From an optimization exercise on the open Yosys and OpenROAD flow, aimed at small area and a short achievable clock period; shortcuts taken in it are not production practice.
At most, simulation tests tie the RTL to the original design; equivalence was not proved.
The RTL of run 3 was laid out without a check of its function.
Power and IR drop assume default switching activity.

File: flow/flow/run.sh
#!/bin/bash
# The standard layout, with the port buffers made of plain buffers instead of the
# slow delay buffers buffer_ports picks by default. Every port still gets its buffer.
set -euo pipefail
export BUFFER_PORTS_ARGS="-buffer_cell sky130_fd_sc_hd__buf_2"
bash standard.sh > standard.log 2>&1
File: flow/standard.sh
#!/bin/bash
# synth_recipe.tcl (not shown) runs the flow's synth.tcl, then flattens the netlist and writes it again
# the make line also repeats each setting of config.mk as NAME=value (left out here)
make -C /OpenROAD-flow-scripts/flow DESIGN_CONFIG=/design/flow/config.mk WORK_HOME=/design/flow/orfs CLKGATE_MAP_FILE= SYNTH_SCRIPT=/design/flow/synth_recipe.tcl "${@:-finish}"
File: flow/config.mk
export PLATFORM = sky130hd
export DESIGN_NAME = deflate_stored_top
export DESIGN_NICKNAME = deflate_stored_top
export VERILOG_FILES = /design/flow/design.v
export SDC_FILE = /design/flow/constraint.sdc
export NUM_CORES = 4
export LEC_CHECK = 0
export CAP_MARGIN = 20
export CORE_MARGIN = 2
export CORE_UTILIZATION = 40
export CTS_CLUSTER_DIAMETER = 80
export CTS_CLUSTER_SIZE = 24
export SETUP_SLACK_MARGIN = 3.7
export SLEW_MARGIN = 20
export TNS_END_PERCENT = 5
File: flow/constraint.sdc
create_clock -name core_clock -period 6.0 [get_ports {clk}]
set_input_delay 1.2000 -clock core_clock [delete_from_list [all_inputs] [get_ports {clk}]]
set_output_delay 1.2000 -clock core_clock [all_outputs]
set_load 0.01 [all_outputs]
File: flow/design.v
package deflate_pkg;
	function automatic logic [31:0] crc_shift(input logic [31:0] x, input integer n);
		crc_shift = x;
		for (int b = 0; b < n; b++)
			crc_shift = crc_shift[0] ? ((crc_shift >> 1) ^ 32'hEDB8_8320) : (crc_shift >> 1);
	endfunction
endpackage
`timescale 1ns/1ps
module block_decoder (
	input  logic        clk,
	input  logic        rst_n,
	input  logic        word_valid,
	input  logic [31:0] word,
	output logic        a_hdr,           
	output logic        a_dat,           
	output logic [1:0]  a_ra,            
	output logic [3:0]  a_sel,           
	output logic        a_trl,           
	output logic [31:0] a_word,          
	output logic        a_bf,            
	output logic [1:0]  ra,              
	output logic        protocol_error
);
	logic        in_data_q;      
	logic        ended_q;        
	logic        final_q;        
	logic [15:0] bytes_left;     
	logic        accept;
	logic        block_end;
	logic        is_final;
	logic        last_q;         
	logic [3:0]  ra_oh;
	logic [31:0] word_up;
	assign accept    = word_valid & ~a_hdr & ~ended_q;    
	assign block_end = in_data_q ? last_q : (word[15:0] == '0);
	assign is_final  = in_data_q ? final_q : word[24];
	assign ra = {bytes_left[1] ^ bytes_left[0], bytes_left[0]} & {2{in_data_q & last_q}};   
	always_comb begin
		for (int r = 0; r < 4; r++)
			ra_oh[r] = (ra == 2'(r));
		word_up = ({32{ra_oh[0] & in_data_q}} & word)
		        | ({32{ra_oh[1]}} & {word[23:0], 8'b0})
		        | ({32{ra_oh[2]}} & {word[15:0], 16'b0})
		        | ({32{ra_oh[3]}} & {word[7:0],  24'b0})
		        | ({32{~in_data_q}} & {~word[7:0], word[15:0], ~word[15:8]});
	end
	always_ff @(posedge clk or negedge rst_n) begin
		if (!rst_n) begin
			in_data_q      <= 1'b0;
			ended_q        <= 1'b0;
			a_hdr          <= 1'b0;
			a_dat          <= 1'b0;
			a_trl          <= 1'b0;
			a_sel          <= '0;
			protocol_error <= 1'b0;
		end else begin
			a_hdr <= accept & ~in_data_q;
			a_dat <= accept & in_data_q;
			a_trl <= accept & block_end & is_final;
			for (int r = 0; r < 4; r++)
				a_sel[r] <= accept & in_data_q & ra_oh[r];
			if (word_valid & ~accept)
				protocol_error <= 1'b1;
			if (accept) begin
				in_data_q <= ~block_end;
				ended_q   <= block_end & is_final;
			end
		end
	end
	always_ff @(posedge clk) begin
		a_word <= word_up;
		a_bf   <= word[24];
		if (accept) begin
			if (in_data_q) begin
				bytes_left[15:2] <= bytes_left[15:2] - 14'd1;
				last_q           <= (bytes_left[15:4] == '0) & ~(bytes_left[3] & (bytes_left[2:0] != 3'b000));
			end else begin
				bytes_left <= word[15:0];
				final_q    <= word[24];
				last_q     <= (word[15:3] == '0) & ~(word[2] & (word[1:0] != 2'b00));
			end
		end
	end
	assign a_ra = {a_sel[2] | a_sel[3], a_sel[1] | a_sel[3]};
endmodule
`timescale 1ns/1ps
module crc32_engine (
	input  logic        clk,
	input  logic        rst_n,
	input  logic        crc_valid,
	input  logic [3:0]  crc_sel,         
	input  logic [31:0] crc_data,        
	input  logic        load,            
	input  logic [31:0] load_value,
	output logic [31:0] crc_out
);
	logic [31:0] inv_q;          
	logic [31:0] c;
	logic [31:0] t_in;           
	logic [31:0] r_lo;           
	logic [31:0] c_next;
	assign c = ~inv_q;
	always_comb begin
		for (int p = 0; p < 4; p++) begin
			t_in[p*8 +: 8] = '0;
			r_lo[p*8 +: 8] = (c[p*8 +: 8] & {8{~crc_valid & ~load}}) | (~load_value[p*8 +: 8] & {8{load}});
			for (int r = 0; r < 4; r++) begin
				if (p >= r)
					t_in[p*8 +: 8] = t_in[p*8 +: 8] | (c[(p-r)*8 +: 8] & {8{crc_sel[r]}});
				else
					r_lo[p*8 +: 8] = r_lo[p*8 +: 8] | (c[(p-r+4)*8 +: 8] & {8{crc_sel[r]}});
			end
			t_in[p*8 +: 8] = t_in[p*8 +: 8] ^ (crc_data[p*8 +: 8] & {8{crc_valid}});
		end
	end
	logic [67:0] s;             
	assign s[0] = t_in[2] ^ t_in[7];
	assign s[1] = t_in[0] ^ t_in[22];
	assign s[2] = t_in[3] ^ t_in[21];
	assign s[3] = t_in[4] ^ s[1];
	assign s[4] = t_in[1] ^ t_in[23];
	assign s[5] = t_in[10] ^ t_in[26];
	assign s[6] = t_in[12] ^ t_in[28];
	assign s[7] = t_in[5] ^ t_in[8];
	assign s[8] = t_in[6] ^ t_in[25];
	assign s[9] = t_in[19] ^ t_in[27];
	assign s[10] = t_in[13] ^ t_in[29];
	assign s[11] = t_in[14] ^ t_in[30];
	assign s[12] = t_in[17] ^ t_in[24];
	assign s[13] = t_in[15] ^ t_in[31];
	assign s[14] = t_in[11] ^ t_in[16];
	assign s[15] = t_in[9] ^ s[8];
	assign s[16] = t_in[20] ^ s[0];
	assign s[17] = t_in[5] ^ s[13];
	assign s[18] = t_in[18] ^ t_in[26];
	assign s[19] = t_in[18] ^ t_in[25];
	assign s[20] = t_in[11] ^ t_in[27];
	assign s[21] = s[4] ^ s[9];
	assign s[22] = t_in[0] ^ s[6];
	assign s[23] = s[10] ^ s[11];
	assign s[24] = t_in[24] ^ t_in[28];
	assign s[25] = t_in[9] ^ s[0];
	assign s[26] = s[2] ^ s[12];
	assign s[27] = t_in[2] ^ t_in[29];
	assign s[28] = t_in[4] ^ t_in[15];
	assign s[29] = t_in[9] ^ t_in[23];
	assign s[30] = t_in[7] ^ s[19];
	assign s[31] = t_in[30] ^ s[5];
	assign s[32] = t_in[17] ^ s[3];
	assign s[33] = t_in[3] ^ t_in[10];
	assign s[34] = s[1] ^ s[17];
	assign s[35] = t_in[6] ^ s[16];
	assign s[36] = t_in[12] ^ s[7];
	assign s[37] = t_in[31] ^ s[2];
	assign s[38] = s[10] ^ s[22];
	assign s[39] = t_in[30] ^ s[18];
	assign s[40] = s[20] ^ s[31];
	assign s[41] = t_in[16] ^ s[3];
	assign s[42] = s[14] ^ s[21];
	assign s[43] = s[14] ^ s[17];
	assign s[44] = t_in[11] ^ s[15];
	assign s[45] = t_in[5] ^ s[25];
	assign s[46] = t_in[14] ^ s[33];
	assign s[47] = t_in[4] ^ s[4];
	assign s[48] = s[24] ^ s[28];
	assign s[49] = t_in[2] ^ s[3];
	assign s[50] = t_in[19] ^ s[13];
	assign s[51] = s[11] ^ s[43];
	assign s[52] = s[7] ^ s[15];
	assign s[53] = t_in[10] ^ s[26];
	assign s[54] = t_in[7] ^ s[5];
	assign s[55] = t_in[23] ^ s[12];
	assign s[56] = t_in[28] ^ s[9];
	assign s[57] = s[4] ^ s[12];
	assign s[58] = t_in[14] ^ s[45];
	assign s[59] = t_in[27] ^ s[7];
	assign s[60] = t_in[20] ^ s[29];
	assign s[61] = s[6] ^ s[27];
	assign s[62] = t_in[4] ^ t_in[24];
	assign s[63] = t_in[31] ^ s[5];
	assign s[64] = t_in[16] ^ t_in[29];
	assign s[65] = t_in[1] ^ s[23];
	assign s[66] = t_in[8] ^ s[39];
	assign s[67] = t_in[13] ^ s[32];
	assign c_next[0] = (s[41] ^ ((s[4] ^ (t_in[8] ^ (t_in[26] ^ t_in[3]))) ^ s[35])) ^ r_lo[0];
	assign c_next[1] = ((s[25] ^ s[26]) ^ (s[47] ^ s[59])) ^ r_lo[1];
	assign c_next[2] = (s[52] ^ ((s[33] ^ (t_in[18] ^ s[24])) ^ s[49])) ^ r_lo[2];
	assign c_next[3] = (s[44] ^ (s[54] ^ (((t_in[19] ^ t_in[29]) ^ (t_in[3] ^ t_in[5])) ^ s[47]))) ^ r_lo[3];
	assign c_next[4] = (s[40] ^ ((s[62] ^ s[36]) ^ s[35])) ^ r_lo[4];
	assign c_next[5] = (s[52] ^ (s[37] ^ (((t_in[13] ^ t_in[7]) ^ s[20]) ^ s[22]))) ^ r_lo[5];
	assign c_next[6] = (s[38] ^ (s[60] ^ ((t_in[16] ^ t_in[2]) ^ s[46]))) ^ r_lo[6];
	assign c_next[7] = (s[65] ^ ((t_in[11] ^ s[28]) ^ s[53])) ^ r_lo[7];
	assign c_next[8] = (((t_in[12] ^ s[19]) ^ s[49]) ^ s[51]) ^ r_lo[8];
	assign c_next[9] = ((s[50] ^ (s[16] ^ s[36])) ^ s[67]) ^ r_lo[9];
	assign c_next[10] = ((((t_in[13] ^ t_in[21]) ^ s[18]) ^ s[3]) ^ s[58]) ^ r_lo[10];
	assign c_next[11] = ((s[21] ^ s[46]) ^ (s[7] ^ (t_in[6] ^ (t_in[15] ^ t_in[22])))) ^ r_lo[11];
	assign c_next[12] = (((s[14] ^ s[29]) ^ s[48]) ^ s[35]) ^ r_lo[12];
	assign c_next[13] = (s[53] ^ (s[36] ^ (s[64] ^ (t_in[7] ^ (t_in[0] ^ t_in[25]))))) ^ r_lo[13];
	assign c_next[14] = (s[67] ^ (s[66] ^ (t_in[1] ^ s[44]))) ^ r_lo[14];
	assign c_next[15] = ((s[63] ^ ((t_in[12] ^ t_in[18]) ^ s[21])) ^ s[58]) ^ r_lo[15];
	assign c_next[16] = (s[42] ^ (s[54] ^ ((t_in[13] ^ t_in[22]) ^ s[48]))) ^ r_lo[16];
	assign c_next[17] = ((s[55] ^ s[59]) ^ (s[61] ^ (s[14] ^ (t_in[25] ^ (t_in[14] ^ t_in[20]))))) ^ r_lo[17];
	assign c_next[18] = (s[38] ^ ((s[26] ^ s[39]) ^ (t_in[15] ^ s[15]))) ^ r_lo[18];
	assign c_next[19] = ((s[41] ^ s[65]) ^ (s[63] ^ (s[9] ^ s[30]))) ^ r_lo[19];
	assign c_next[20] = ((((t_in[7] ^ (t_in[3] ^ t_in[6])) ^ s[56]) ^ s[32]) ^ s[51]) ^ r_lo[20];
	assign c_next[21] = ((((t_in[17] ^ t_in[3]) ^ s[18]) ^ s[61]) ^ s[34]) ^ r_lo[21];
	assign c_next[22] = (s[66] ^ (s[16] ^ (s[9] ^ (t_in[22] ^ s[10])))) ^ r_lo[22];
	assign c_next[23] = ((((t_in[0] ^ t_in[8]) ^ s[11]) ^ s[37]) ^ (s[56] ^ s[60])) ^ r_lo[23];
	assign c_next[24] = ((s[64] ^ (s[13] ^ s[24])) ^ (s[25] ^ ((s[2] ^ s[5]) ^ (t_in[8] ^ (t_in[23] ^ t_in[6]))))) ^ r_lo[24];
	assign c_next[25] = (s[40] ^ (s[57] ^ ((t_in[20] ^ s[27]) ^ s[15]))) ^ r_lo[25];
	assign c_next[26] = (s[40] ^ (s[37] ^ ((s[19] ^ s[6]) ^ (t_in[24] ^ s[0])))) ^ r_lo[26];
	assign c_next[27] = (s[42] ^ (((t_in[31] ^ s[8]) ^ s[16]) ^ s[38])) ^ r_lo[27];
	assign c_next[28] = (s[41] ^ (s[55] ^ (((t_in[21] ^ t_in[6]) ^ s[6]) ^ s[23]))) ^ r_lo[28];
	assign c_next[29] = (s[34] ^ (s[57] ^ (s[23] ^ s[30]))) ^ r_lo[29];
	assign c_next[30] = (((s[11] ^ s[62]) ^ (t_in[3] ^ (t_in[20] ^ t_in[22]))) ^ (s[30] ^ s[50])) ^ r_lo[30];
	assign c_next[31] = ((((t_in[19] ^ t_in[1]) ^ s[0]) ^ (s[2] ^ s[8])) ^ s[34]) ^ r_lo[31];
	always_ff @(posedge clk)
		inv_q <= ~c_next;
	assign crc_out = inv_q;
endmodule
`timescale 1ns/1ps
module stored_sequencer (
	input  logic        clk,
	input  logic        rst_n,
	input  logic        a_hdr,
	input  logic        a_dat,
	input  logic [1:0]  a_ra,
	input  logic [3:0]  a_sel,
	input  logic [1:0]  ra_next,         
	input  logic        a_trl,
	input  logic [31:0] a_word,
	input  logic        a_bf,
	output logic [2:0]  b_n,             
	output logic        b_last,          
	output logic        b_bf,            
	output logic [31:0] b_lanes          
);
	logic        st_crc_q;               
	logic        hdr_seen_q;             
	logic        crc_init;
	logic        st_isize_q;             
	logic [1:0]  pos_q;                  
	logic [15:0] isize_lo_q;             
	logic        isize_c_q;
	logic [15:0] isize_hi_q;
	logic [15:0] isize_hi_next;
	logic [31:0] crc_value;
	logic [31:0] g;                      
	logic [2:0]  n_c;
	logic [16:0] lo_sum;
	logic [1:0]  rot_next;
	logic [1:0]  pos_next;
	logic [3:0]  rot_q;                  
	crc32_engine crc32_engine_i (
		.clk       (clk),
		.rst_n     (rst_n),
		.crc_valid (a_dat),
		.crc_data  (a_word),
		.crc_sel   (a_sel),
		.load      (st_crc_q | crc_init),         
		.load_value({isize_hi_next, isize_lo_q} & {32{st_crc_q}}),
		.crc_out   (crc_value)
	);
 	assign crc_init = a_hdr & ~hdr_seen_q;   
	assign g = (st_crc_q | st_isize_q) ? crc_value : a_word;
	always_comb begin
		if (a_hdr)
			n_c = 3'd5;
		else if (a_dat)
			n_c = {a_ra == 2'd0, 2'd0 - a_ra};
		else if (st_crc_q | st_isize_q)
			n_c = 3'd4;
		else
			n_c = 3'd0;
	end
	always_comb begin
		logic [1:0] p;
		p        = {pos_q[1] ^ (pos_q[0] & a_hdr), pos_q[0] ^ a_hdr};    
		pos_next = {p[1] ^ a_ra[1] ^ (~p[0] & a_ra[0]), p[0] ^ a_ra[0]};
		rot_next = {pos_next[1] ^ ra_next[1] ^ (~pos_next[0] & ra_next[0]), pos_next[0] ^ ra_next[0]};
	end
	assign lo_sum        = {1'b0, isize_lo_q} + {1'b0, a_word[23:8]};    
	assign isize_hi_next = isize_hi_q + {15'b0, isize_c_q};
	always_ff @(posedge clk or negedge rst_n) begin
		if (!rst_n) begin
			st_crc_q   <= 1'b0;
			hdr_seen_q <= 1'b0;
			st_isize_q <= 1'b0;
			pos_q      <= '0;
			isize_lo_q <= '0;
			isize_c_q  <= 1'b0;
			isize_hi_q <= '0;
			b_n        <= '0;
			b_last     <= 1'b0;
		end else begin
			st_crc_q   <= a_trl;
			hdr_seen_q <= hdr_seen_q | a_hdr;
			st_isize_q <= st_crc_q;
			pos_q      <= pos_next;
			if (a_hdr)
				isize_lo_q <= lo_sum[15:0];
			isize_c_q  <= a_hdr & lo_sum[16];
			isize_hi_q <= isize_hi_next;
			b_n        <= n_c;
			b_last     <= st_isize_q;
		end
	end
	always_ff @(posedge clk) begin
		b_bf    <= a_bf;
		for (int r = 0; r < 4; r++)
			rot_q[r] <= (rot_next == 2'(r));
		b_lanes <= ({32{rot_q[0]}} & g)
		         | ({32{rot_q[1]}} & {g[23:0], g[31:24]})
		         | ({32{rot_q[2]}} & {g[15:0], g[31:16]})
		         | ({32{rot_q[3]}} & {g[7:0],  g[31:8]});
	end
endmodule
`timescale 1ns/1ps
module bit_packer (
	input  logic        clk,
	input  logic        rst_n,
	input  logic [2:0]  b_n,
	input  logic        b_last,
	input  logic        b_bf,
	input  logic [31:0] b_lanes,
	output logic        out_valid,
	output logic [31:0] out_word,
	output logic        out_last,
	output logic [2:0]  out_bytes,
	output logic        done
);
	logic [2:0]  cnt_q;          
	logic        drain_q;        
	logic [31:0] ovf_q;          
	logic [31:0] held;           
	logic        emitted_q;      
	logic [3:0]  cnt_in;
	logic        last_seen;
	logic        emit;
	logic        emit_last;
	logic        hdr;
	logic [3:0]  sel_acc;        
	logic [3:0]  sel_fld;        
	logic [3:0]  sel_bf;         
	logic [31:0] word_c;
	assign cnt_in    = {1'b0, cnt_q} + {1'b0, b_n};
	assign last_seen = drain_q | b_last;
	assign emit      = (cnt_in >= 4'd4) | (last_seen & (cnt_in != '0));
	assign emit_last = last_seen & (cnt_in != '0) & (cnt_in <= 4'd4);
	assign hdr       = (b_n == 3'd5);
	always_comb begin
		for (int j = 0; j < 4; j++) begin
			sel_acc[j] = (cnt_q > 3'(j));
			sel_fld[j] = ~sel_acc[j] & (b_n != '0);
			sel_bf[j]  = hdr & (cnt_q[1:0] == 2'(j));
		end
		held = emitted_q ? ovf_q : out_word;
		for (int j = 0; j < 4; j++) begin
			word_c[j*8 +: 8] = ({8{sel_acc[j]}} & held[j*8 +: 8])
			                 | ({8{sel_fld[j] & ~sel_bf[j]}} & b_lanes[j*8 +: 8])
			                 | {7'b0, sel_bf[j] & b_bf};
		end
	end
	always_ff @(posedge clk or negedge rst_n) begin
		if (!rst_n) begin
			cnt_q     <= '0;
			drain_q   <= 1'b0;
			out_valid <= 1'b0;
			done      <= 1'b0;
		end else begin
			out_valid <= emit;
			drain_q   <= last_seen & ~emit_last;
			done      <= done | emit_last;
			if (emit)
				cnt_q <= emit_last ? '0 : 3'(cnt_in - 4'd4);
			else
				cnt_q <= 3'(cnt_in);
		end
	end
	always_ff @(posedge clk) begin
		out_last  <= emit_last;
		out_bytes <= emit_last ? 3'(cnt_in) : 3'd4;
		out_word  <= word_c;
		ovf_q     <= b_lanes;
		emitted_q <= emit;
	end
endmodule
`timescale 1ns/1ps
module deflate_stored_top (
	input  logic                        clk,
	input  logic                        rst_n,
	input  logic                        word_valid,
	input  logic [32-1:0]  word,           
	output logic                        out_valid,
	output logic [32-1:0]  out_word,
	output logic                        out_last,
	output logic [3-1:0] out_bytes,
	output logic                        done,
	output logic                        protocol_error
);
	logic        a_hdr, a_dat, a_trl;   
	logic [1:0]  a_ra;
	logic [3:0]  a_sel;
	logic [1:0]  ra_next;
	logic [31:0] a_word;
	logic        a_bf;
	logic [2:0]  b_n;                   
	logic        b_last, b_bf;
	logic [31:0] b_lanes;
	block_decoder block_decoder_i (
		.clk            (clk),
		.rst_n          (rst_n),
		.word_valid     (word_valid),
		.word           (word),
		.a_hdr          (a_hdr),
		.a_dat          (a_dat),
		.a_ra            (a_ra),
		.a_sel           (a_sel),
		.ra              (ra_next),
		.a_trl          (a_trl),
		.a_word         (a_word),
		.a_bf           (a_bf),
		.protocol_error (protocol_error)
	);
	stored_sequencer stored_sequencer_i (
		.clk     (clk),
		.rst_n   (rst_n),
		.a_hdr   (a_hdr),
		.a_dat   (a_dat),
		.a_ra     (a_ra),
		.a_sel    (a_sel),
		.ra_next  (ra_next),
		.a_trl   (a_trl),
		.a_word  (a_word),
		.a_bf    (a_bf),
		.b_n     (b_n),
		.b_last  (b_last),
		.b_bf    (b_bf),
		.b_lanes (b_lanes)
	);
	bit_packer bit_packer_i (
		.clk       (clk),
		.rst_n     (rst_n),
		.b_n       (b_n),
		.b_last    (b_last),
		.b_bf      (b_bf),
		.b_lanes   (b_lanes),
		.out_valid (out_valid),
		.out_word  (out_word),
		.out_last  (out_last),
		.out_bytes (out_bytes),
		.done      (done)
	);
endmodule
==> results.py, run 1 <==
metrics = {
    "run_status": {
        "status": "complete, no violations",
    },
    "routing": {
        "drc": 0,
        "via_per_inst": 5.660,
        "vias": 11190,
        "wirelength_um": 43800,
        "wl_per_cell_um": 22.15,
        "drt_iter0_drc": 1063,
        "antenna_left": 0,
        "firstDrtPassIters": 10,
    },
    "cells_and_area": {
        "nets": 1569,
        "area_growth_pct": 18.62,
        "drive_gt1_frac": 0.2450,
        "finalNonFillerCells": 1977,
    },
    "grt": {
        "grt_pass1_vias": 10630,
        "use_met2": 0.3714,
        "gr-total-overflow": 0,
        "grt_use_total": 0.2337,
        "grt_pass1_wl_um": 65280,
        "grt-busiest-layer": "met2",
        "grt_max_degree": 59,
        "gr-usage-met3": 0.03401,
        "antenna_found_initial": 0,
        "grt_use_met1": 0.3182,
    },
    "floorplanning": {
        "die_w_um": 192.8,
        "std_cell_rows": 69,
        "io_pins": 74,
        "start_util": 0.4037,
        "die_h_um": 192.8,
        "die_area_mm2": 0.03717,
        "core_area_mm2": 0.03531,
    },
    "clock_network": {
        "worst_skew_pair.late_latency_ps": 510,
        "cts-htree-levels": 1,
        "tritoncts": "built",
        "root_buffer": "clkbuf_16",
        "cts_buffer_depth": 3,
        "hold_buffers": 0,
        "path_clk_slew_ps": 100,
        "cts_buffers": 16,
        "clock-sinks": 247,
    },
    "logic_synthesis": {
        "async_flop_share": 0.2348,
        "synthCells": 1415,
        "synth_fp_nets": 1479,
        "yosysMostFrequentCell": "xnor2_1",
        "yosys_warnings": 4,
        "yosysSeqAreaShare": 0.3798,
        "synth_cell_type_count": 80,
        "yosys_register_bits": 247,
        "ys.flop_type": "dfxtp_1",
        "synth_edf_count": 18,
        "synth_top_area_cell": "dfxtp_1",
        "ys_top_cells_by_area": "dfxtp_1 24%, xnor2_1 12%, dfrtp_1 10%, xor2_1 4.1%, edfxtp_1 3.8%",
        "synth_top_area_frac": 0.2401,
        "avgSynthCellArea_um2": 10.08,
        "synth_area_mm2": 0.01426,
        "ys_top_cells_by_count": "199 x xnor2_1, 171 x dfxtp_1, 124 x nand2_1",
    },
    "place": {
        "port_buffers": 73,
        "dp.cells": 1887,
        "dp_hpwl_um": 31750,
        "gp_congestion": 0.9811,
    },
    "hold_path": {
        "hold_depth": 0,
        "worstHoldPathType": "reg2reg",
        "hold_start": "block_decoder_i.a_bf",
        "hold_end": "stored_sequencer_i.b_bf",
    },
    "setup_path": {
        "ff2ff_path_depth": 11,
        "startpoint_type": "register",
        "cp_slowest_cell": "dfxtp_2",
        "slowest_delay_ps": 450,
        "critical_path_required_ps": 6440,
        "arrival_ps": 3070,
        "r2r-end": "stored_sequencer_i.crc32_engine_i.inv_q[18]",
        "crit_chain": "clkinv_1, a222oi_1, buf_4, buf_12, xor2_4, xnor2_4, buf_12, xor2_4, xor2_2, xnor2_1, xnor2_1",
        "timing.rr.start": "stored_sequencer_i.crc32_engine_i.inv_q[9]",
        "crit_type": "reg2reg",
        "end_kind": "register",
        "r2r_slack_ps": 3370,
        "crit_fanout": 5,
    },
    "run": {
        "cap_violations": 0,
    },
    "power": {
        "power_density_mw_per_mm2": 662.5,
        "power_leakage_nw": 6.720,
        "peakVddDrop_v": 0.0003066,
    },
    "timing": {
        "fin_worst_skew_ps": 15.91,
        "setup_viol": 0,
        "max_freq_mhz": 380.5,
        "tightest_slew_ps": 1073,
        "slew_headroom": 0.2835,
        "final.setup.tns_ps": 0,
        "fin_crit_ps": 2628,
        "rsz0062_at_grt": "true",
        "hold_viol_final": 0,
        "finalCritPeriodShare": 0.4380,
        "slew_viol_final": 0,
    },
}
logic make-up after synthesis:
| kind of cell | share of synthesized area |
|---|---|
| compound gates | 0.1665 |
| xor+xnor | 0.2333 |
| fa+ha+maj | 0.02651 |
| buf+inv | 0.03423 |
| flops | 0.3798 |
| mux | 0.05696 |
| simple gates | 0.1027 |
where the power goes:
part           internal, mW  switching, mW  leakage (nW)  total [mW]
logic                  3.23           3.40          4.14        6.63
registers              2.45          0.948          2.32        3.40
clock network         0.546          0.630         0.256        1.18
timing repair:
item                                   CTS  global route
resized for setup                       94            36
endpoints found under the hold margin    0             0
pin swaps                               29            26
gates cloned                             2             1
setup endpoints to repair               99           104
setup buffers                           41            17
worst max-delay path by stage:
stage                                                          start                                     endpoint  slack (ps)  cells past startpoint
after CTS                           stored_sequencer_i.isize_lo_q[0]            stored_sequencer_i.isize_lo_q[12]        3470                     10
after floorplan                     stored_sequencer_i.isize_lo_q[0]            stored_sequencer_i.isize_lo_q[12]        3610                     10
after detailed placement                    block_decoder_i.a_sel[0]  stored_sequencer_i.crc32_engine_i.inv_q[16]        2780                      8
after global placement                      block_decoder_i.a_sel[0]  stored_sequencer_i.crc32_engine_i.inv_q[16]        2820                      8
final                     stored_sequencer_i.crc32_engine_i.inv_q[9]  stored_sequencer_i.crc32_engine_i.inv_q[18]        3370                     11
after global routing                        block_decoder_i.a_sel[2]  stored_sequencer_i.crc32_engine_i.inv_q[16]        3370                     10
routing by layer:
metal,wire (um),part of all wire,vias up
met5,0,0,-
met4,2066,0.047,0
met1,18510,0.42,5396
met3,3284,0.075,130
li1,-,-,5145
met2,19940,0.46,519
state kept, by name (all words and copies together), names as in the netlist, 16 cells and up:
signal,count
stored_sequencer_i.isize_lo_q,16
stored_sequencer_i.b_lanes,32
stored_sequencer_i.crc32_engine_i.inv_q,32
bit_packer_i.out_word,32
block_decoder_i.bytes_left,16
stored_sequencer_i.isize_hi_q,16
block_decoder_i.a_word,32
bit_packer_i.ovf_q,32
stage by stage:
step | utilization | total power, mW | worst slack (ps) | hold WS (ps) | instance area [um^2]
6_report | 0.4789 | 11.20 | 3372 | 341.4 | 16910
5_1_grt | 0.4788 | 11.85 | 3366 | 354.3 | 16910
3_5_place_dp | 0.4236 | 9.160 | 2784 | 324.0 | 14960
2_1_floorplan | - | 7.577 | 3610 | 309.6 | 14270
3_3_place_gp | 0.4236 | 9.106 | 2815 | 319.7 | 14960
4_1_cts | 0.4668 | 10.77 | 3473 | 346.0 | 16480
final cells by class:
type	count	area (um^2)
Antenna cell	2	5.005
Clock buffer	20	436.7
Clock inverter	7	80.08
Fill cell	3184	18400
Inverter	47	212.7
Multi-Input combinational cell	1054	9146
Sequential cell	247	5443
Tap cell	461	576.8
Timing Repair Buffer	137	996.0
Timing Repair inverter	2	13.76
layout by cell type (no fill, tap or decap), types with 13 or more instances in the layout:
cell type / instances
xor2_1: 56
o22ai_1: 30
buf_2: 74
ha_1: 25
xnor2_2: 36
inv_1: 40
xnor2_1: 172
xor2_4: 21
mux2_2: 41
mux2i_1: 35
nand2b_1: 27
nand2_1: 124
clkbuf_16: 17
nor3_1: 20
dfxtp_1: 163
o21ai_0: 59
a22o_1: 16
edfxtp_1: 18
a21o_1: 17
xnor2_4: 23
dfrtp_1: 50
buf_4: 48
a21oi_1: 30
xor2_2: 13
nor2_1: 61
a22oi_1: 64
critical path, delay by kind of cell, from the launching register on:
kind | cells | cell delay (ps)
XOR/XNOR | 6 | 1040
AO/OA/AOI/OAI | 1 | 410
buffers and inverters | 4 | 630
flip-flops | 1 | 450
==> run 2: changes to the inputs <==
--- a/flow/config.mk
+++ b/flow/config.mk
@@ -10,6 +10,6 @@
 export CORE_UTILIZATION = 40
 export CTS_CLUSTER_DIAMETER = 80
 export CTS_CLUSTER_SIZE = 24
-export SETUP_SLACK_MARGIN = 3.7
+export SETUP_SLACK_MARGIN = 3.5
 export SLEW_MARGIN = 20
 export TNS_END_PERCENT = 5
==> results.py, run 2 <==
metrics = {
    "run_status": {
        "status": "complete, no violations",
    },
    "routing": {
        "wl_per_cell_um": 22.18,
        "drt_iter0_drc": 1088,
        "antenna_left": 0,
        "vias": 11120,
        "firstDrtPassIters": 6,
        "wirelength_um": 44070,
        "drc": 0,
        "via_per_inst": 5.597,
    },
    "logic_synthesis": {
        "synth_fp_nets": 1479,
        "synth_top_area_frac": 0.2401,
        "yosys_warnings": 4,
        "yosys_register_bits": 247,
        "ys.flop_type": "dfxtp_1",
        "yosysMostFrequentCell": "xnor2_1",
        "avgSynthCellArea_um2": 10.08,
        "ys_top_cells_by_count": "199 x xnor2_1, 171 x dfxtp_1, 124 x nand2_1",
        "synth_top_area_cell": "dfxtp_1",
        "synthCells": 1415,
        "synth_area_mm2": 0.01426,
        "ys_top_cells_by_area": "dfxtp_1 24%, xnor2_1 12%, dfrtp_1 10%, xor2_1 4.1%, edfxtp_1 3.8%",
        "async_flop_share": 0.2348,
        "yosysSeqAreaShare": 0.3798,
        "synth_edf_count": 18,
        "synth_cell_type_count": 80,
    },
    "timing": {
        "finalCritPeriodShare": 0.4362,
        "fin_worst_skew_ps": 28.32,
        "fin_crit_ps": 2617,
        "setup_viol": 0,
        "tightest_slew_ps": 1085,
        "rsz0062_at_grt": "true",
        "max_freq_mhz": 382.1,
        "final.setup.tns_ps": 0,
        "slew_viol_final": 0,
        "hold_viol_final": 0,
        "slew_headroom": 0.2717,
    },
    "cells_and_area": {
        "mostFrequentLayoutCells": "181 x xnor2_1, 165 x dfxtp_1, 124 x nand2_1",
        "nets": 1579,
        "layout_commonest_cell": "xnor2_1",
        "drive_gt1_frac": 0.2359,
        "fin_util": 0.4701,
        "fin_area_mm2": 0.01660,
        "finalNonFillerCells": 1987,
        "area_growth_pct": 16.44,
        "diodes": 0,
        "fillers": 3284,
    },
    "clock_network": {
        "root_buffer": "clkbuf_16",
        "hold_buffers": 0,
        "cts-htree-levels": 1,
        "clock-sinks": 247,
        "cts_buffer_depth": 3,
        "worst_skew_pair.late_latency_ps": 520,
        "path_clk_slew_ps": 90,
        "cts_buffers": 17,
        "tritoncts": "built",
    },
    "place": {
        "gp_congestion": 0.9605,
        "port_buffers": 73,
        "dp.cells": 1887,
        "dp_hpwl_um": 32190,
        "dpl_cell_area_mm2": 0.01495,
    },
    "floorplanning": {
        "std_cell_rows": 69,
        "io_pins": 74,
        "core_area_mm2": 0.03531,
        "die_area_mm2": 0.03717,
        "die_h_um": 192.8,
        "start_util": 0.4037,
        "die_w_um": 192.8,
    },
    "grt": {
        "grt_pass1_wl_um": 65000,
        "grt_max_degree": 59,
        "antenna_found_initial": 0,
        "grt_use_total": 0.2336,
        "gr-total-overflow": 0,
        "grt_pass1_vias": 10470,
    },
    "power": {
        "power_leakage_nw": 6.676,
        "peakVddDrop_v": 0.0002355,
        "power_density_mw_per_mm2": 668.9,
    },
    "setup_path": {
        "arrival_ps": 3070,
        "crit_type": "reg2reg",
        "timing.rr.start": "stored_sequencer_i.crc32_engine_i.inv_q[18]",
        "crit_start": "stored_sequencer_i.crc32_engine_i.inv_q[18]",
        "crit_fanout": 6,
        "critical_path_required_ps": 6460,
        "startpoint_type": "register",
        "end_kind": "register",
    },
    "run": {
        "cap_violations": 0,
    },
    "hold_path": {
        "worstHoldPathType": "reg2reg",
        "hold_start": "block_decoder_i.a_bf",
    },
}
## run 2: timing repair
item	CTS	global route
gates resized for setup	44	49
pin swaps	12	25
setup buffers	27	41
hold endpoints to repair	0	0
cloned	1	1
endpoints found under the setup margin	76	62
## run 2: cells by family (layout without fill, tap and decap cells)
| group | Yosys count | in the layout | share of synthesized area |
|---|---|---|---|
| adder cells (fa/ha/maj) | 29 | 29 | 0.02651 |
| multiplexers | 76 | 76 | 0.05696 |
| AO/OA/AOI/OAI | 316 | 316 | 0.1665 |
| flip-flops | 247 | 247 | 0.3798 |
| buffers and inverters | 115 | 225 | 0.03423 |
| XOR/XNOR | 321 | 321 | 0.2333 |
| AND/OR/NAND/NOR | 311 | 312 | 0.1027 |
## run 2: final timing paths
path	to	slack, ps	depth (start not counted)
max in group asynchronous	block_decoder_i.a_sel[0]	4500	2
min in group asynchronous	stored_sequencer_i.isize_hi_q[10]	840	2
hold / removal	stored_sequencer_i.b_bf	340	0
setup / recovery	stored_sequencer_i.crc32_engine_i.inv_q[16]	3380	9
setup reg to reg	stored_sequencer_i.crc32_engine_i.inv_q[16]	3380	9
hold reg to reg	stored_sequencer_i.b_bf	340	0
## run 2: metrics by stage
step	hold WS (ps)	total power, mW	setup WS, ps
2_1_floorplan	309.6	7.572	3522
3_3_place_gp	319.0	9.110	2626
3_5_place_dp	317.1	9.169	2608
4_1_cts	339.6	10.65	3379
5_1_grt	352.2	11.74	3287
6_report	340.4	11.10	3383
## run 2: power breakdown
group	switching, mW	total [mW]	internal [mW]
combinational	3.32	6.48	3.16
clock	0.655	1.22	0.562
sequential	0.959	3.41	2.45
## run 2: layout make-up
cell class	count	area (um^2)	area share
clock buffers	21	440.4	0.02653
clock inverters	9	102.6	0.006181
inverters	47	202.7	0.01221
multi-input cells	1054	8886	0.5353
flip-flops and latches	247	5440	0.3277
well taps	461	576.8	0.03475
repair buffers	147	945.9	0.05698
repair inverters	1	5.005	0.0003015
## run 2: worst max-delay path, cell delays in order, from the launching register on
cell and delay, ps:
dfxtp_1 660, or2b_1 180, o2111a_2 320, xor2_4 250
xor2_4 260, buf_4 170, xnor2_2 160, xnor2_1 140
xnor2_1 240, xor2_1 160
## run 2: per-layer routing
metal	up-vias	track usage	routed length, um
met1	5370	0.3268	18950
met3	100	0.02673	3362
met2	490	0.3682	20040
met4	0	0.09072	1722
li1	5162	-	-
met5	-	0	0
==> run 3: changes to the inputs <==
--- a/flow/design.v
+++ b/flow/design.v
@@ -258,7 +258,7 @@
 		.crc_data  (a_word),
 		.crc_sel   (a_sel),
 		.load      (st_crc_q | crc_init),         
-		.load_value({isize_hi_next, isize_lo_q} & {32{st_crc_q}}),
+		.load_value({isize_hi_next, isize_lo_q}),    
 		.crc_out   (crc_value)
 	);
  	assign crc_init = a_hdr & ~hdr_seen_q;   
@@ -279,7 +279,7 @@
 		pos_next = {p[1] ^ a_ra[1] ^ (~p[0] & a_ra[0]), p[0] ^ a_ra[0]};
 		rot_next = {pos_next[1] ^ ra_next[1] ^ (~pos_next[0] & ra_next[0]), pos_next[0] ^ ra_next[0]};
 	end
-	assign lo_sum        = {1'b0, isize_lo_q} + {1'b0, a_word[23:8]};    
+	assign lo_sum        = {1'b0, isize_lo_q} + {1'b0, a_word[23:8] & {16{a_hdr}}};    
 	assign isize_hi_next = isize_hi_q + {15'b0, isize_c_q};
 	always_ff @(posedge clk or negedge rst_n) begin
 		if (!rst_n) begin
@@ -297,9 +297,8 @@
 			hdr_seen_q <= hdr_seen_q | a_hdr;
 			st_isize_q <= st_crc_q;
 			pos_q      <= pos_next;
-			if (a_hdr)
-				isize_lo_q <= lo_sum[15:0];
-			isize_c_q  <= a_hdr & lo_sum[16];
+			isize_lo_q <= lo_sum[15:0];
+			isize_c_q  <= lo_sum[16];
 			isize_hi_q <= isize_hi_next;
 			b_n        <= n_c;
 			b_last     <= st_isize_q;
==> results.py, run 3 <==
metrics = {
    "setup_path": {
        "r2r-end": "stored_sequencer_i.crc32_engine_i.inv_q[22]",
        "timing.rr.start": "stored_sequencer_i.crc32_engine_i.inv_q[4]",
        "arrival_ps": 3190,
        "crit_fanout": 5,
        "critical_path_required_ps": 6450,
        "end_kind": "register",
        "ff2ff_path_depth": 8,
        "startpoint_type": "register",
        "r2r_slack_ps": 3270,
        "crit_type": "reg2reg",
    },
    "hold_path": {
        "hold_end": "bit_packer_i.ovf_q[21]",
        "worstHoldPathType": "reg2reg",
        "hold_start": "stored_sequencer_i.b_lanes[21]",
        "hold_depth": 0,
    },
    "timing": {
        "max_freq_mhz": 365.7,
        "hold_viol_final": 0,
        "slew_headroom": 0.2204,
        "rsz0062_at_grt": "true",
        "setup_ws_ps": 3266,
        "finalCritPeriodShare": 0.4558,
        "whs_ps": 347.1,
        "fin_crit_ps": 2735,
        "setup_viol": 0,
        "fin_worst_skew_ps": 15.34,
        "slew_viol_final": 0,
        "final.setup.tns_ps": 0,
        "tightest_slew_ps": 1168,
    },
    "logic_synthesis": {
        "synth-xor-area-share": 0.2214,
        "yosys_warnings": 4,
        "synth_top_area_frac": 0.2508,
        "synth_area_mm2": 0.01365,
        "synth_fa_ha_area_frac": 0.02769,
        "yosys_register_bits": 247,
        "ys.flop_type": "dfxtp_1",
        "synthCells": 1438,
        "synth.area.mux_share": 0.03979,
        "yosysSeqAreaShare": 0.3968,
        "synth_edf_count": 18,
        "synth_top_family_by_area": "XOR/XNOR gates",
        "ys_top_cells_by_area": "dfxtp_1 25%, xnor2_1 15%, dfrtp_1 11%, xor2_1 5.3%, edfxtp_1 4.0%",
        "ys_top_cells_by_count": "230 x xnor2_1, 171 x dfxtp_1, 144 x nand2_1",
        "synth_top_area_cell": "dfxtp_1",
        "async_flop_share": 0.2348,
        "synth_compound_area_frac": 0.1576,
        "yosysMostFrequentCell": "xnor2_1",
        "avgSynthCellArea_um2": 9.490,
        "synth_cell_type_count": 70,
        "synth_simple_gate_area_frac": 0.1181,
        "synth_fp_nets": 1502,
    },
    "clock_network": {
        "hold_buffers": 0,
        "clock-sinks": 247,
        "path_clk_slew_ps": 100,
        "cts_buffers": 17,
        "tritoncts": "built",
        "cts_buffer_depth": 3,
        "root_buffer": "clkbuf_16",
        "cts-htree-levels": 1,
        "worst_skew_pair.late_latency_ps": 520,
    },
    "cells_and_area": {
        "mostFrequentLayoutCells": "196 x xnor2_1, 164 x dfxtp_1, 144 x nand2_1",
        "diodes": 0,
        "layout_commonest_cell": "xnor2_1",
        "nets": 1585,
        "finalNonFillerCells": 1979,
        "area_growth_pct": 18.63,
        "drive_gt1_frac": 0.1894,
        "fin_util": 0.4828,
    },
    "routing": {
        "firstDrtPassIters": 8,
        "via_per_inst": 5.609,
        "vias": 11100,
        "drt_iter0_drc": 1033,
        "wl_met3_um": 3373,
        "drt-met1-wl_um": 18960,
        "dr.max_layer_used": "met4",
        "wl_met2_um": 19680,
        "antenna_left": 0,
        "wirelength_um": 44030,
        "wl_per_cell_um": 22.25,
        "drc": 0,
    },
    "run": {
        "cap_violations": 0,
    },
    "floorplanning": {
        "std_cell_rows": 67,
        "start_util": 0.4070,
        "die_h_um": 188.7,
        "die_w_um": 188.7,
        "io_pins": 74,
        "core_area_mm2": 0.03353,
        "die_area_mm2": 0.03561,
    },
    "place": {
        "dp_hpwl_um": 31800,
        "dp_slack_ps": 2354,
        "gp_congestion": 1.030,
        "dp.cells": 1895,
        "port_buffers": 73,
    },
    "power": {
        "power_density_mw_per_mm2": 619.1,
        "peakVddDrop_v": 0.0002348,
        "power_leakage_nw": 6.618,
    },
    "grt": {
        "grt_max_degree": 59,
        "grt_pass1_wl_um": 66320,
        "grt_pass1_vias": 10790,
        "grt_use_total": 0.2441,
        "gr-total-overflow": 0,
        "antenna_found_initial": 0,
    },
    "run_status": {
        "status": "complete, no violations",
    },
}
[run 3: final cells by class]
| type | count | area (um^2) |
|---|---|---|
| sequential | 247 | 5440 |
| multi-input combinational | 1062 | 8501 |
| tap | 448 | 560.5 |
| fill | 3181 | 17340 |
| clock inverter | 9 | 113.9 |
| inverter | 61 | 239.0 |
| timing repair buffer | 132 | 888.4 |
| clock buffer | 20 | 446.7 |
[run 3: power by group]
part	switching, mW	internal (mW)
sequential	0.885	2.43
combinational	2.85	2.62
clock	0.658	0.574
total	4.40	5.62
[run 3: worst max-delay path: stages, from the launching register on]
cell	delay, ps
dfxtp_1	570
inv_1	140
a222oi_1	480
xor2_2	470
xor2_2	360
xnor2_2	190
xnor2_1	170
xnor2_1	160
xnor2_1	130
[run 3: metal layers]
| metal | vias up | global-route usage |
|---|---|---|
| met2 | 494 | 0.3880 |
| met5 | - | 0 |
| li1 | 5140 | - |
| met3 | 113 | 0.04377 |
| met4 | 0 | 0.09796 |
| met1 | 5353 | 0.3291 |
[run 3: how the worst max path moves through the flow]
stage | from | end | cells past startpoint
detailed placement | block_decoder_i.a_dat | stored_sequencer_i.crc32_engine_i.inv_q[0] | 8
floorplan | block_decoder_i.a_hdr | stored_sequencer_i.isize_lo_q[12] | 12
global placement | block_decoder_i.a_dat | stored_sequencer_i.crc32_engine_i.inv_q[0] | 8
CTS | block_decoder_i.a_sel[0] | stored_sequencer_i.crc32_engine_i.inv_q[27] | 9
finish | stored_sequencer_i.crc32_engine_i.inv_q[4] | stored_sequencer_i.crc32_engine_i.inv_q[22] | 8
global route | block_decoder_i.a_sel[1] | stored_sequencer_i.crc32_engine_i.inv_q[0] | 9
[run 3: cells by family after synthesis]
logic type	after synthesis
muxes	52
buffers and inverters	130
adders and majority gates	29
AOI/OAI and AO/OA	306
xor gates and xnor gates	328
and+or+nand+nor	346
DFF	247
[run 3: timing repair]
action                     4_1_cts  5_1_grt
setup buffers                   51        3
gates resized for setup        104       13
setup endpoints to repair       85       98
pin swaps                       40        1
cloned                           1        0
[run 3: stage by stage]
stage | cell area [um^2] | total power, mW
2_1_floorplan | 13660 | 6.808
3_5_place_dp | 14350 | 8.218
6_report | 16190 | 10.02
3_3_place_gp | 14350 | 8.193
5_1_grt | 16190 | 10.59
4_1_cts | 16090 | 9.935
==> run 4: changes to the inputs <==
--- a/flow/design.v
+++ b/flow/design.v
@@ -15,6 +15,7 @@
 	output logic        a_dat,           
 	output logic [1:0]  a_ra,            
 	output logic [3:0]  a_sel,           
+	output logic        a_crcv,          
 	output logic        a_trl,           
 	output logic [31:0] a_word,          
 	output logic        a_bf,            
@@ -51,14 +52,13 @@
 			a_hdr          <= 1'b0;
 			a_dat          <= 1'b0;
 			a_trl          <= 1'b0;
-			a_sel          <= '0;
+			a_ra           <= '0;
 			protocol_error <= 1'b0;
 		end else begin
 			a_hdr <= accept & ~in_data_q;
 			a_dat <= accept & in_data_q;
 			a_trl <= accept & block_end & is_final;
-			for (int r = 0; r < 4; r++)
-				a_sel[r] <= accept & in_data_q & ra_oh[r];
+			a_ra  <= ra & {2{accept & in_data_q}};
 			if (word_valid & ~accept)
 				protocol_error <= 1'b1;
 			if (accept) begin
@@ -68,6 +68,9 @@
 		end
 	end
 	always_ff @(posedge clk) begin
+		for (int r = 0; r < 4; r++)
+			a_sel[r] <= accept & in_data_q & ra_oh[r];
+		a_crcv <= accept & in_data_q;
 		a_word <= word_up;
 		a_bf   <= word[24];
 		if (accept) begin
@@ -81,7 +84,6 @@
 			end
 		end
 	end
-	assign a_ra = {a_sel[2] | a_sel[3], a_sel[1] | a_sel[3]};
 endmodule
 `timescale 1ns/1ps
 module crc32_engine (
@@ -226,6 +228,7 @@
 	input  logic        a_dat,
 	input  logic [1:0]  a_ra,
 	input  logic [3:0]  a_sel,
+	input  logic        a_crcv,
 	input  logic [1:0]  ra_next,         
 	input  logic        a_trl,
 	input  logic [31:0] a_word,
@@ -254,7 +257,7 @@
 	crc32_engine crc32_engine_i (
 		.clk       (clk),
 		.rst_n     (rst_n),
-		.crc_valid (a_dat),
+		.crc_valid (a_crcv),
 		.crc_data  (a_word),
 		.crc_sel   (a_sel),
 		.load      (st_crc_q | crc_init),         
@@ -400,6 +403,7 @@
 	logic        a_hdr, a_dat, a_trl;   
 	logic [1:0]  a_ra;
 	logic [3:0]  a_sel;
+	logic        a_crcv;
 	logic [1:0]  ra_next;
 	logic [31:0] a_word;
 	logic        a_bf;
@@ -415,6 +419,7 @@
 		.a_dat          (a_dat),
 		.a_ra            (a_ra),
 		.a_sel           (a_sel),
+		.a_crcv          (a_crcv),
 		.ra              (ra_next),
 		.a_trl          (a_trl),
 		.a_word         (a_word),
@@ -428,6 +433,7 @@
 		.a_dat   (a_dat),
 		.a_ra     (a_ra),
 		.a_sel    (a_sel),
+		.a_crcv   (a_crcv),
 		.ra_next  (ra_next),
 		.a_trl   (a_trl),
 		.a_word  (a_word),
--- a/flow/config.mk
+++ b/flow/config.mk
@@ -10,6 +10,6 @@
 export CORE_UTILIZATION = 40
 export CTS_CLUSTER_DIAMETER = 80
 export CTS_CLUSTER_SIZE = 24
-export SETUP_SLACK_MARGIN = 3.5
+export SETUP_SLACK_MARGIN = 3.3
 export SLEW_MARGIN = 20
 export TNS_END_PERCENT = 5
==> results.py, run 4 <==
metrics = {
    "run_status": {
        "status": "complete, no violations",
    },
    "setup_path": {
        "crit_fanout": 4,
        "arrival_ps": 3150,
        "crit_type": "reg2reg",
        "end_kind": "register",
        "startpoint_type": "register",
        "critical_path_required_ps": 6450,
    },
    "logic_synthesis": {
        "synth_edf_count": 18,
        "avgSynthCellArea_um2": 9.461,
        "ys_top_cells_by_area": "dfxtp_1 26%, xnor2_1 15%, dfrtp_1 10%, xor2_1 5.2%, edfxtp_1 4.0%",
        "yosys_warnings": 4,
        "yosys_register_bits": 250,
        "async_flop_share": 0.2240,
        "yosysMostFrequentCell": "xnor2_1",
        "synth_top_area_frac": 0.2584,
        "synth_fp_nets": 1505,
        "synth_top_area_cell": "dfxtp_1",
        "ys_top_cells_by_count": "236 x xnor2_1, 176 x dfxtp_1, 139 x nand2_1",
        "synth_cell_type_count": 61,
        "ys.flop_type": "dfxtp_1",
        "yosysSeqAreaShare": 0.4009,
        "synthCells": 1441,
        "synth_area_mm2": 0.01363,
    },
    "floorplanning": {
        "io_pins": 74,
        "die_area_mm2": 0.03558,
        "std_cell_rows": 67,
        "core_area_mm2": 0.03353,
        "die_h_um": 188.6,
        "start_util": 0.4066,
        "die_w_um": 188.6,
    },
    "timing": {
        "fin_worst_skew_ps": 33.95,
        "fin_crit_ps": 2702,
        "setup_viol": 0,
        "hold_viol_final": 0,
        "final.setup.tns_ps": 0,
        "slew_headroom": 0.2621,
        "max_freq_mhz": 370.1,
        "tightest_slew_ps": 1105,
        "rsz0062_at_grt": "true",
        "finalCritPeriodShare": 0.4503,
        "slew_viol_final": 0,
    },
    "run": {
        "cap_violations": 0,
    },
    "place": {
        "gp_congestion": 0.9802,
        "dp_hpwl_um": 31910,
        "port_buffers": 73,
    },
    "routing": {
        "vias": 10970,
        "drt_iter0_drc": 1222,
        "wl_per_cell_um": 21.86,
        "firstDrtPassIters": 10,
        "drc": 0,
        "wirelength_um": 43070,
        "antenna_left": 0,
        "via_per_inst": 5.570,
    },
    "clock_network": {
        "cts-htree-levels": 1,
        "root_buffer": "clkbuf_16",
        "cts_buffers": 17,
        "cts_buffer_depth": 3,
        "path_clk_slew_ps": 90,
        "worst_skew_pair.late_latency_ps": 530,
        "clock-sinks": 250,
        "tritoncts": "built",
    },
    "cells_and_area": {
        "fin_util": 0.4698,
        "layout_commonest_cell": "xnor2_1",
        "fillers": 3206,
        "drive_gt1_frac": 0.1670,
        "nets": 1574,
        "area_growth_pct": 15.55,
        "seq_area_mm2": 0.005493,
        "multiInputGateArea_mm2": 0.008188,
        "mostFrequentLayoutCells": "206 x xnor2_1, 163 x dfxtp_1, 139 x nand2_1",
    },
    "power": {
        "seqPwrFrac": 0.334,
        "combPwrFrac": 0.545,
        "power.share.clock": 0.122,
        "power_leakage_nw": 6.487,
        "power_switching_mw": 4.554,
        "power_density_mw_per_mm2": 653.0,
        "peakVddDrop_v": 0.0002328,
        "p_int_mw": 5.732,
        "swShare": 0.4428,
    },
    "grt": {
        "grt_pass1_vias": 10640,
        "gr-total-overflow": 0,
        "grt_max_degree": 57,
        "antenna_found_initial": 2,
        "grt_pass1_wl_um": 65470,
        "grt_use_total": 0.2400,
    },
    "hold_path": {
        "worstHoldPathType": "reg2reg",
    },
}
## run 4: changes by cell type after synthesis, sizes merged, moves of 5 or more
cell    delta
nand2b    +11
nor2       +6
dfxtp      +5
nand2      -5
o21ai      -5
o22ai      -5
xor2       -5
## run 4: layout make-up
class / count / share of cell area
Clock buffer: 23 / 0.02844
Tap cell: 448 / 0.03558
Multi-Input combinational cell: 1068 / 0.5198
Timing Repair inverter: 1 / 0.0004766
Antenna cell: 1 / 0.0001589
Inverter: 58 / 0.01406
Sequential cell: 250 / 0.3487
Timing Repair Buffer: 114 / 0.04424
Clock inverter: 7 / 0.008578
## run 4: metal layers
| metal | part of all wire | vias up | track usage |
|---|---|---|---|
| met1 | 0.42 | 5238 | 0.3236 |
| met2 | 0.45 | 517 | 0.3814 |
| met5 | 0 | - | 0 |
| met4 | 0.038 | 0 | 0.08053 |
| li1 | - | 5111 | - |
| met3 | 0.089 | 106 | 0.05234 |
## run 4: per-stage QoR
stage                     hold slack [ps]  total power [mW]  worst slack (ps)  cell area (um^2)  instances
after floorplan                     309.6             7.168              3348             13630       1441
after global placement              315.3             8.674              2303             14370       1906
after detailed placement            325.0             8.713              2496             14370       1906
after CTS                           347.0             10.10              3256             15370       1950
after global routing                361.2             10.92              3241             15750       1969
final                               344.7             10.29              3298             15750       1970
## run 4: power groups by stage
stage	clock network (mW)	logic, mW	registers, mW
2_1_floorplan	0	4.29	2.88
3_3_place_gp	0	5.25	3.43
5_1_grt	1.35	6.09	3.48
4_1_cts	1.29	5.43	3.39
3_5_place_dp	0	5.29	3.42
6_report	1.25	5.60	3.43
## run 4: cell families after synthesis
| family | after synthesis | synth area share |
|---|---|---|
| xor+xnor | 329 | 0.2195 |
| flops | 250 | 0.4009 |
| buf+inv | 123 | 0.03616 |
| simple gates | 359 | 0.1216 |
| mux | 52 | 0.04011 |
| compound gates | 299 | 0.1540 |
| fa+ha+maj | 29 | 0.02772 |
## run 4: final timing paths
kind	startpoint	endpoint	slack, ps	cells after the start
min in group asynchronous	rst_n	stored_sequencer_i.isize_hi_q[11]	820	2
min	block_decoder_i.a_bf	stored_sequencer_i.b_bf	340	0
max reg2reg	stored_sequencer_i.crc32_engine_i.inv_q[14]	stored_sequencer_i.crc32_engine_i.inv_q[28]	3300	8
max	stored_sequencer_i.crc32_engine_i.inv_q[14]	stored_sequencer_i.crc32_engine_i.inv_q[28]	3300	8
min reg2reg	block_decoder_i.a_bf	stored_sequencer_i.b_bf	340	0
max in group asynchronous	rst_n	block_decoder_i.a_hdr	4560	2
## run 4: critical path, stage by stage (launching register included)
cell and delay [ps]:
dfxtp_1 480, inv_2 90, a222oi_1 470, xor2_2 350, xor2_4 270, xor3_2 410
xnor2_1 240, xnor2_1 170, xor2_1 150
## run 4: what timing repair did
action,CTS,global route
buffers inserted,13,19
gates cloned,1,0
pin swaps,10,16
endpoints found under the hold margin,0,0
hold buffers,0,0
setup endpoints to repair,50,54
resized for setup,51,33
==> run 5: changes to the inputs <==
--- a/flow/config.mk
+++ b/flow/config.mk
@@ -10,6 +10,6 @@
 export CORE_UTILIZATION = 40
 export CTS_CLUSTER_DIAMETER = 80
 export CTS_CLUSTER_SIZE = 24
-export SETUP_SLACK_MARGIN = 3.3
+export SETUP_SLACK_MARGIN = 3.6
 export SLEW_MARGIN = 20
 export TNS_END_PERCENT = 5
==> results.py, run 5 <==
metrics = {
    "logic_synthesis": {
        "async_flop_share": 0.2240,
        "yosysSeqAreaShare": 0.4009,
        "synth_fa_ha_area_frac": 0.02772,
        "ys_top_cells_by_count": "236 x xnor2_1, 176 x dfxtp_1, 139 x nand2_1",
        "ys.flop_type": "dfxtp_1",
        "synth_compound_area_frac": 0.1540,
        "synth_fp_nets": 1505,
        "synthCells": 1441,
        "synth.area.mux_share": 0.04011,
        "synth_top_family_by_area": "XOR/XNOR gates",
        "synth_simple_gate_area_frac": 0.1216,
        "synth_edf_count": 18,
        "ys_top_cells_by_area": "dfxtp_1 26%, xnor2_1 15%, dfrtp_1 10%, xor2_1 5.2%, edfxtp_1 4.0%",
        "yosysMostFrequentCell": "xnor2_1",
        "avgSynthCellArea_um2": 9.461,
        "synth_cell_type_count": 61,
        "synth_top_area_cell": "dfxtp_1",
        "synth-xor-area-share": 0.2195,
        "synth_area_mm2": 0.01363,
        "yosys_warnings": 4,
        "synth_top_area_frac": 0.2584,
        "yosys_register_bits": 250,
    },
    "timing": {
        "fin_crit_ps": 2561,
        "setup_viol": 0,
        "finalCritPeriodShare": 0.4269,
        "slew_headroom": 0.2456,
        "hold_viol_final": 0,
        "tightest_slew_ps": 1130,
        "final.setup.tns_ps": 0,
        "slew_viol_final": 0,
        "rsz0062_at_grt": "true",
        "max_freq_mhz": 390.4,
        "fin_worst_skew_ps": 14.69,
    },
    "routing": {
        "firstDrtPassIters": 9,
        "drc": 0,
        "drt_iter0_drc": 1514,
        "vias": 11260,
        "wirelength_um": 44390,
        "wl_per_cell_um": 22.14,
        "via_per_inst": 5.618,
        "antenna_left": 0,
    },
    "run_status": {
        "status": "complete, no violations",
    },
    "grt": {
        "grt_pass1_vias": 11050,
        "gr-total-overflow": 0,
        "grt_use_total": 0.2438,
        "antenna_found_initial": 0,
        "grt_max_degree": 57,
        "grt_pass1_wl_um": 66650,
    },
    "cells_and_area": {
        "diodes": 0,
        "area_growth_pct": 19.55,
        "layout_commonest_cell": "xnor2_1",
        "fin_util": 0.4860,
        "nets": 1612,
        "drive_gt1_frac": 0.2164,
        "finalNonFillerCells": 2005,
        "mostFrequentLayoutCells": "197 x xnor2_1, 155 x dfxtp_1, 139 x nand2_1",
    },
    "place": {
        "port_buffers": 73,
        "dp.cells": 1906,
        "dp_hpwl_um": 31570,
        "gp_congestion": 0.9819,
    },
    "power": {
        "power_density_mw_per_mm2": 646.6,
        "power_leakage_nw": 6.694,
        "peakVddDrop_v": 0.0002863,
    },
    "clock_network": {
        "path_clk_slew_ps": 100,
        "tritoncts": "built",
        "worst_skew_pair.late_latency_ps": 510,
        "cts_buffers": 15,
        "clock-sinks": 250,
        "cts_buffer_depth": 3,
        "root_buffer": "clkbuf_16",
        "hold_buffers": 0,
        "cts-htree-levels": 1,
    },
    "setup_path": {
        "crit_start": "stored_sequencer_i.crc32_engine_i.inv_q[30]",
        "startpoint_type": "register",
        "timing.rr.start": "stored_sequencer_i.crc32_engine_i.inv_q[30]",
        "arrival_ps": 3000,
        "crit_fanout": 4,
        "end_kind": "register",
        "crit_type": "reg2reg",
        "ff2ff_path_depth": 8,
        "critical_path_required_ps": 6440,
    },
    "floorplanning": {
        "core_area_mm2": 0.03353,
        "die_w_um": 188.6,
        "io_pins": 74,
        "start_util": 0.4066,
        "die_h_um": 188.6,
        "die_area_mm2": 0.03558,
        "std_cell_rows": 67,
    },
    "hold_path": {
        "hold_start": "block_decoder_i.a_bf",
        "worstHoldPathType": "reg2reg",
        "hold_depth": 0,
    },
    "run": {
        "cap_violations": 0,
    },
}
run 5: cell counts after synthesis:
Identical to the previous run, type by type.
run 5: metrics by stage:
stage	power (mW)	hold WS (ps)	instance area (um^2)	setup WS, ps
2_1_floorplan	7.178	309.6	13670	3577
4_1_cts	10.27	337.6	15860	3446
3_5_place_dp	8.683	316.1	14400	2606
5_1_grt	11.16	342.7	16300	3389
6_report	10.54	334.8	16300	3439
3_3_place_gp	8.640	313.4	14390	2455
run 5: path summary, 6_finish.rpt:
kind                                                              end  slack [ps]
setup / recovery           stored_sequencer_i.crc32_engine_i.inv_q[6]        3440
hold / removal                                stored_sequencer_i.b_bf         330
setup reg to reg           stored_sequencer_i.crc32_engine_i.inv_q[6]        3440
hold reg to reg                               stored_sequencer_i.b_bf         330
max in group asynchronous                       block_decoder_i.a_hdr        4480
min in group asynchronous           stored_sequencer_i.isize_hi_q[15]         830
run 5: report_power, final:
group          leakage [nW]  internal [mW]  switching, mW  total, mW
Combinational          4.10           2.87           3.03       5.90
Sequential             2.34           2.50          0.962       3.46
Clock                 0.249          0.576          0.598       1.17
run 5: layout make-up:
| class | count | area, um^2 |
|---|---|---|
| Inverter | 58 | 229.0 |
| Timing Repair Buffer | 153 | 1010 |
| Clock inverter | 4 | 67.56 |
| Sequential cell | 250 | 5519 |
| Timing Repair inverter | 2 | 12.51 |
| Clock buffer | 22 | 442.9 |
| Multi-Input combinational cell | 1068 | 8457 |
| Fill cell | 3126 | 17230 |
| Tap cell | 448 | 560.5 |
run 5: layer usage:
metal	up-vias	wire length, um	part of all wire	track usage
li1	5195	-	-	-
met1	5389	18550	0.42	0.3254
met2	539	19840	0.45	0.3853
met3	141	4026	0.091	0.05252
met4	0	1974	0.044	0.09615
met5	-	0	0	0
run 5: cell families (layout without fill, tap and decap cells):
family          Yosys count  after routing
buf+inv                 123            239
simple gates            359            359
fa+ha+maj                29             29
mux                      52             52
flops                   250            250
xor+xnor                329            329
compound gates          299            299
run 5: critical path, stage by stage (launching register included):
cell      delay, ps
dfxtp_1         500
inv_1           170
a222oi_1        690
o21ai_1         220
nor2_1          220
xor2_2          240
xnor2_1         160
xnor2_1         150
xnor2_1         130
run 5: timing repair:
action	in CTS	in global routing
gates resized for setup	96	48
endpoints found under the setup margin	71	73
pin swaps	23	28
gates cloned	1	1
buffers inserted	50	21
==> run 6: changes to the inputs <==
--- a/flow/config.mk
+++ b/flow/config.mk
@@ -10,6 +10,6 @@
 export CORE_UTILIZATION = 40
 export CTS_CLUSTER_DIAMETER = 80
 export CTS_CLUSTER_SIZE = 24
-export SETUP_SLACK_MARGIN = 3.6
+export SETUP_SLACK_MARGIN = 3.5
 export SLEW_MARGIN = 20
 export TNS_END_PERCENT = 5
==> results.py, run 6 <==
metrics = {
    "run_status": {
        "status": "complete, no violations",
    },
    "run": {
        "cap_violations": 0,
    },
    "grt": {
        "grt_pass1_wl_um": 66110,
        "use_met2": 0.3914,
        "antenna_found_initial": 0,
        "gr-total-overflow": 0,
        "grt_use_total": 0.2427,
        "gr-usage-met3": 0.03706,
        "grt_max_degree": 57,
        "grt_use_met1": 0.3290,
        "grt-busiest-layer": "met2",
        "grt_pass1_vias": 10900,
    },
    "clock_network": {
        "root_buffer": "clkbuf_16",
        "path_clk_slew_ps": 90,
        "cts-htree-levels": 1,
        "cts_buffer_depth": 3,
        "tritoncts": "built",
        "hold_buffers": 0,
        "clock-sinks": 250,
        "cts_buffers": 16,
        "worst_skew_pair.late_latency_ps": 530,
    },
    "timing": {
        "slew_headroom": 0.2604,
        "max_freq_mhz": 384.1,
        "fin_worst_skew_ps": 32.72,
        "fin_crit_ps": 2603,
        "slew_viol_final": 0,
        "final.setup.tns_ps": 0,
        "setup_ws_ps": 3397,
        "rsz0062_at_grt": "true",
        "hold_viol_final": 0,
        "finalCritPeriodShare": 0.4339,
        "setup_viol": 0,
        "tightest_slew_ps": 1108,
    },
    "cells_and_area": {
        "mostFrequentLayoutCells": "203 x xnor2_1, 157 x dfxtp_1, 139 x nand2_1",
        "layout_commonest_cell": "xnor2_1",
        "fillers": 3226,
        "diodes": 0,
        "area_growth_pct": 18.50,
        "nets": 1600,
        "drive_gt1_frac": 0.1999,
    },
    "floorplanning": {
        "die_area_mm2": 0.03558,
        "io_pins": 74,
        "std_cell_rows": 67,
        "die_h_um": 188.6,
        "core_area_mm2": 0.03353,
        "die_w_um": 188.6,
        "start_util": 0.4066,
    },
    "power": {
        "power_leakage_nw": 6.647,
        "power_density_mw_per_mm2": 645.9,
        "peakVddDrop_v": 0.0002573,
        "finalPower_mw": 10.43,
    },
    "logic_synthesis": {
        "synthCells": 1441,
        "ys_top_cells_by_area": "dfxtp_1 26%, xnor2_1 15%, dfrtp_1 10%, xor2_1 5.2%, edfxtp_1 4.0%",
        "synth_area_mm2": 0.01363,
        "async_flop_share": 0.2240,
        "avgSynthCellArea_um2": 9.461,
        "yosysMostFrequentCell": "xnor2_1",
        "yosys_register_bits": 250,
        "synth_edf_count": 18,
        "yosysSeqAreaShare": 0.4009,
        "ys.flop_type": "dfxtp_1",
        "synth_cell_type_count": 61,
        "synth_top_area_cell": "dfxtp_1",
        "synth_top_area_frac": 0.2584,
        "synth_fp_nets": 1505,
        "ys_top_cells_by_count": "236 x xnor2_1, 176 x dfxtp_1, 139 x nand2_1",
        "yosys_warnings": 4,
    },
    "place": {
        "port_buffers": 73,
        "dp_hpwl_um": 31830,
        "gp_congestion": 0.9656,
        "dp_slack_ps": 2431,
    },
    "hold_path": {
        "worstHoldPathType": "reg2reg",
    },
    "routing": {
        "firstDrtPassIters": 7,
        "via_per_inst": 5.614,
        "drt_iter0_drc": 1149,
        "antenna_left": 0,
        "wl_per_cell_um": 22.18,
        "wirelength_um": 44240,
        "vias": 11200,
        "drc": 0,
    },
    "setup_path": {
        "crit_fanout": 5,
        "arrival_ps": 3050,
        "critical_path_required_ps": 6440,
        "crit_type": "reg2reg",
        "end_kind": "register",
        "startpoint_type": "register",
    },
}
==> run 6: stage by stage <==
step	cells	instance area, um^2	utilization	hold WS (ps)
floorplan	1441	13650	-	309.6
global placement	1905	14370	0.4285	312.1
detailed placement	1905	14370	0.4285	324.1
CTS	1972	15710	0.4686	346.6
global route	1994	16160	0.4818	351.7
finish	1994	16160	0.4818	340.8
==> run 6: cell type report <==
class / instances / area (um^2) / share of cell area
Timing Repair inverter: 1 / 7.507 / 0.0004647
Timing Repair Buffer: 140 / 919.6 / 0.05692
Inverter: 58 / 225.2 / 0.01394
Sequential cell: 250 / 5510 / 0.3411
Tap cell: 448 / 560.5 / 0.03470
Clock inverter: 7 / 92.59 / 0.005731
Clock buffer: 21 / 440.4 / 0.02726
Multi-Input combinational cell: 1069 / 8399 / 0.5199
==> run 6: per-layer routing <==
| layer | up-vias | wire [um] |
|---|---|---|
| li1 | 5169 | - |
| met1 | 5393 | 18650 |
| met2 | 521 | 20140 |
| met3 | 112 | 3689 |
| met4 | 0 | 1752 |
| met5 | - | 0 |
==> run 6: worst max-delay path: stages, from the launching register on <==
cell,delay (ps)
dfxtp_2,470
inv_1,110
a222oi_1,460
xor2_2,140
buf_4,190
xor2_4,160
buf_4,150
xnor2_1,320
xnor2_1,230
xnor2_1,180
xnor2_1,130
==> run 6: path summary, 6_finish.rpt <==
check | startpoint | end | slack [ps] | cells past startpoint
max reg2reg | stored_sequencer_i.crc32_engine_i.inv_q[6] | stored_sequencer_i.crc32_engine_i.inv_q[14] | 3400 | 10
max | stored_sequencer_i.crc32_engine_i.inv_q[6] | stored_sequencer_i.crc32_engine_i.inv_q[14] | 3400 | 10
min reg2reg | block_decoder_i.a_bf | stored_sequencer_i.b_bf | 340 | 0
min | block_decoder_i.a_bf | stored_sequencer_i.b_bf | 340 | 0
min in group asynchronous | rst_n | stored_sequencer_i.isize_hi_q[15] | 850 | 2
max in group asynchronous | rst_n | block_decoder_i.a_hdr | 4480 | 2
==> run 6: logic make-up (layout without fill, tap and decap cells) <==
logic type,Yosys count,count (layout),share of synthesized area
XOR/XNOR,329,329,0.2195
buffers and inverters,123,227,0.03616
adder cells (fa/ha/maj),29,29,0.02772
AO/OA/AOI/OAI,299,299,0.1540
flip-flops,250,250,0.4009
AND/OR/NAND/NOR,359,360,0.1216
multiplexers,52,52,0.04011
==> run 6: what timing repair did <==
item                                    in CTS  in global routing
gates resized for setup                     82                 46
gates cloned                                 1                  1
endpoints found under the setup margin      77                 54
pin swaps                                   22                 25
buffers inserted                            38                 20
==> run 6: where the power goes <==
| part | internal, mW | leakage (nW) | switching (mW) | total (mW) |
|---|---|---|---|---|
| Sequential | 2.49 | 2.34 | 0.945 | 3.44 |
| Combinational | 2.80 | 4.04 | 3.00 | 5.80 |
| Clock | 0.569 | 0.263 | 0.625 | 1.19 |

Setup slack of run 6, layout unchanged: 3.397 ns with ideal ports, 3.397 ns with driving cells assumed (clock clkbuf_16, inputs buf_2), 3.285 ns with port delays also shifted by the 0.563 ns mid clock arrival.
